Source: an optimization exercise on an open RTL-to-GDS flow (aim: small area). Production flows keep margins and buffers that such runs may drop. Function was checked by simulation only, so behaviour that the tests miss may differ from the original.

## run 1
Design game2048Top, start of the top module:
module game2048Top (
    input  logic                   Clk,
    input  logic                   Reset,
    input  logic [3:0]             keys,
    input  logic [19:0]            pos,
    input  logic                   bright,
    output logic [7:0]             state,
    output logic [12-1:0] rgb,
    output logic [12-1:0] background
);
Size: ~1200 cells after synthesis, ~100 flip-flops, roughly 59 I/O pins, ~7800 sq um of cells after synthesis.
==> flow/config.mk <==
export PLATFORM = sky130hd
export DESIGN_NAME = game2048Top
export DESIGN_NICKNAME = game2048Top
export VERILOG_FILES = /design/flow/design.v
export SDC_FILE = /design/flow/constraint.sdc
export NUM_CORES = 4
export LEC_CHECK = 0
export ABC_AREA = 1
export CAP_MARGIN = 5
export CORE_MARGIN = 2
export CORE_UTILIZATION = 40
export GPL_TIMING_DRIVEN = 0
export SLEW_MARGIN = 5
==> flow/constraint.sdc <==
create_clock -name core_clock -period 40.0 [get_ports {Clk}]
set_input_delay 8.0000 -clock core_clock [delete_from_list [all_inputs] [get_ports {Clk}]]
set_output_delay 8.0000 -clock core_clock [all_outputs]
set_load 0.01 [all_outputs]
standard.sh (not shown) runs the stock make flow with config.mk's settings and CLKGATE_MAP_FILE= SYNTH_SCRIPT=/design/flow/synth_recipe.tcl, a recipe that flattens the netlist after the stock synthesis.
==> flow/flow/run.sh <==
#!/bin/bash
# Layout flow: the standard layout (standard.sh) with these changes:
#  - synthesis: the technology mapping step (Yosys's abc call in ORFS's synth.tcl) runs the
#    area-only ABC script flow/area.abc instead of ORFS's delay-driven one, adders are left to
#    that step (no ADDER_MAP_FILE), and no buffers are put between output ports that carry
#    the same net (SYNTH_INSBUF=0); every other synthesis step, registers included, is
#    unchanged;
#  - port buffers are sky130_fd_sc_hd__buf_1 (every input and output port still gets one);
#  - clock tree synthesis inserts no dummy loads.
set -euo pipefail
W=$(pwd)

# ORFS's synth.tcl with the one abc call changed to use flow/area.abc
sed 's|log_cmd abc {\*}$abc_args|log_cmd abc -script '"$W"'/flow/area.abc {*}[lrange $abc_args 2 end]|' \
    "$FLOW_HOME/scripts/synth.tcl" > "$W/area_synth.tcl"
grep -q "flow/area.abc" "$W/area_synth.tcl"

# The standard flow's synthesis script, sourcing that copy
sed 's|source $::env(SCRIPTS_DIR)/synth.tcl|source '"$W"'/area_synth.tcl|' \
    "$W/synth_recipe.tcl" > "$W/area_synth_recipe.tcl"
grep -q "area_synth.tcl" "$W/area_synth_recipe.tcl"

# standard.sh with that synthesis script
sed 's|SYNTH_SCRIPT=[^ ]*|SYNTH_SCRIPT='"$W"'/area_synth_recipe.tcl|' \
    "$W/standard.sh" > "$W/area_standard.sh"
grep -q "area_synth_recipe.tcl" "$W/area_standard.sh"

export BUFFER_PORTS_ARGS="-buffer_cell sky130_fd_sc_hd__buf_1"
export ADDER_MAP_FILE=
export SYNTH_INSBUF=0
export CTS_ARGS="-sink_clustering_enable -repair_clock_nets -dont_use_dummy_load"

bash "$W/area_standard.sh" "$@" > "$W/flow_make.log" 2>&1
==> flow/flow/area.abc <==
strash
dc2
dch -f
amap -m
topo
Input-level comparison between run 2 and run 1:
--- a/flow/flow/run.sh
+++ b/flow/flow/run.sh
@@ -8,3 +8,3 @@
 #  - port buffers are sky130_fd_sc_hd__buf_1 (every input and output port still gets one);
-#  - clock tree synthesis inserts no dummy loads.
+#  - clock tree synthesis builds its tree of sky130_fd_sc_hd__clkbuf_8 and inserts no dummy loads.
 set -euo pipefail
@@ -30,3 +30,3 @@
 export SYNTH_INSBUF=0
-export CTS_ARGS="-sink_clustering_enable -repair_clock_nets -dont_use_dummy_load"
+export CTS_ARGS="-sink_clustering_enable -repair_clock_nets -dont_use_dummy_load -root_buf sky130_fd_sc_hd__clkbuf_8 -buf_list sky130_fd_sc_hd__clkbuf_8"
 
==> flow/flow/area.abc <==
strash
dc2
dch -f
amap -m
mfs3 -a
topo
Results
Run 1 → run 2: area enclosed by the die boundary fell by about 1%, highest clock frequency the design can meet fell by 0.33%, cell count after placement fell by 2.3%, worst setup margin fell by 0.069 ns, minimum clock period rose by 0.069 ns.
Global-route usage in run 2 vs run 1: up 0.41 points
The final layout from run 2, which completed every stage, passed the timing, design-rule and antenna checks at the end of the flow.
Run 1 and run 2 ended up with nearly the same footprint of the multi-input gates.
Of run 1 and run 2, run 1 shows the lower proportion of cell area occupied by registers, with run 2 above it.
The inputs of run 3 differ from those of run 2 as listed below.
Settings: CORE_UTILIZATION now 50, was 40.
--- a/flow/flow/run.sh
+++ b/flow/flow/run.sh
@@ -3,8 +3,6 @@
 #  - synthesis: the technology mapping step (Yosys's abc call in ORFS's synth.tcl) runs the
-#    area-only ABC script flow/area.abc instead of ORFS's delay-driven one, adders are left to
-#    that step (no ADDER_MAP_FILE), and no buffers are put between output ports that carry
-#    the same net (SYNTH_INSBUF=0); every other synthesis step, registers included, is
-#    unchanged;
+#    area-only ABC script flow/area.abc instead of ORFS's delay-driven one; every other
+#    synthesis step, registers included, is unchanged;
 #  - port buffers are sky130_fd_sc_hd__buf_1 (every input and output port still gets one);
-#  - clock tree synthesis builds its tree of sky130_fd_sc_hd__clkbuf_8 and inserts no dummy loads.
+#  - clock tree synthesis inserts no dummy loads.
 set -euo pipefail
@@ -28,5 +26,3 @@
 export BUFFER_PORTS_ARGS="-buffer_cell sky130_fd_sc_hd__buf_1"
-export ADDER_MAP_FILE=
-export SYNTH_INSBUF=0
-export CTS_ARGS="-sink_clustering_enable -repair_clock_nets -dont_use_dummy_load -root_buf sky130_fd_sc_hd__clkbuf_8 -buf_list sky130_fd_sc_hd__clkbuf_8"
+export CTS_ARGS="-sink_clustering_enable -repair_clock_nets -dont_use_dummy_load"
 
==> flow/flow/area.abc <==
strash
dch -f
amap -m
topo
[summary]
- NOTE: sequential share of layout area in run 3 falls short of that of run 2
- Run 3 against run 2: number of global-route vias before repair shows an increase of about 3.6%, transition at the pin with the smallest max-transition slack rose by 0.13 ns.
- Of run 3 and run 2, it is run 3 that has the higher core utilization.
- Per the comparison of run 3 with run 2, global-route wire length before repair saw an increase, slack of the critical path saw a decrease.
- Compare run 3 and run 2 | clock skew lower: run 3

==> port drivers added, routing unchanged <==
Ports are ideal in the flow. The routed layouts listed here were re-timed in OpenROAD. Step 1: set_driving_cell puts a clkbuf_16 on Clk and a buf_2 on each other input, an assumption about the parent block. Step 2 also shifts input and output timing later by t, the mid clock arrival at the registers, as if the neighbouring blocks saw the same clock. a / b / c = no drivers / after step 1 / after step 2; a / b = the first two.
run | shift t [ns] | setup WS [ns] | hold slack, ns | worst setup path after step 2 | worst slew at a driven data input, ns
run 1 | 0.396 | 19.116 / 19.094 / 19.094 | 0.429 / 0.429 / 0.429 | input to output | 0.03
run 2 | 0.429 | 19.047 / 19.027 / 19.027 | 0.427 / 0.427 / 0.427 | input to output | 0.03
run 3 | 0.402 | 18.171 / 18.146 / 18.146 | 0.448 / 0.448 / 0.448 | input to output | 0.04
After both steps every run listed still meets setup and hold. For run 3, which loses most, drivers alone change the setup slack by -0.025 ns; drivers and shift together by -0.025 ns.
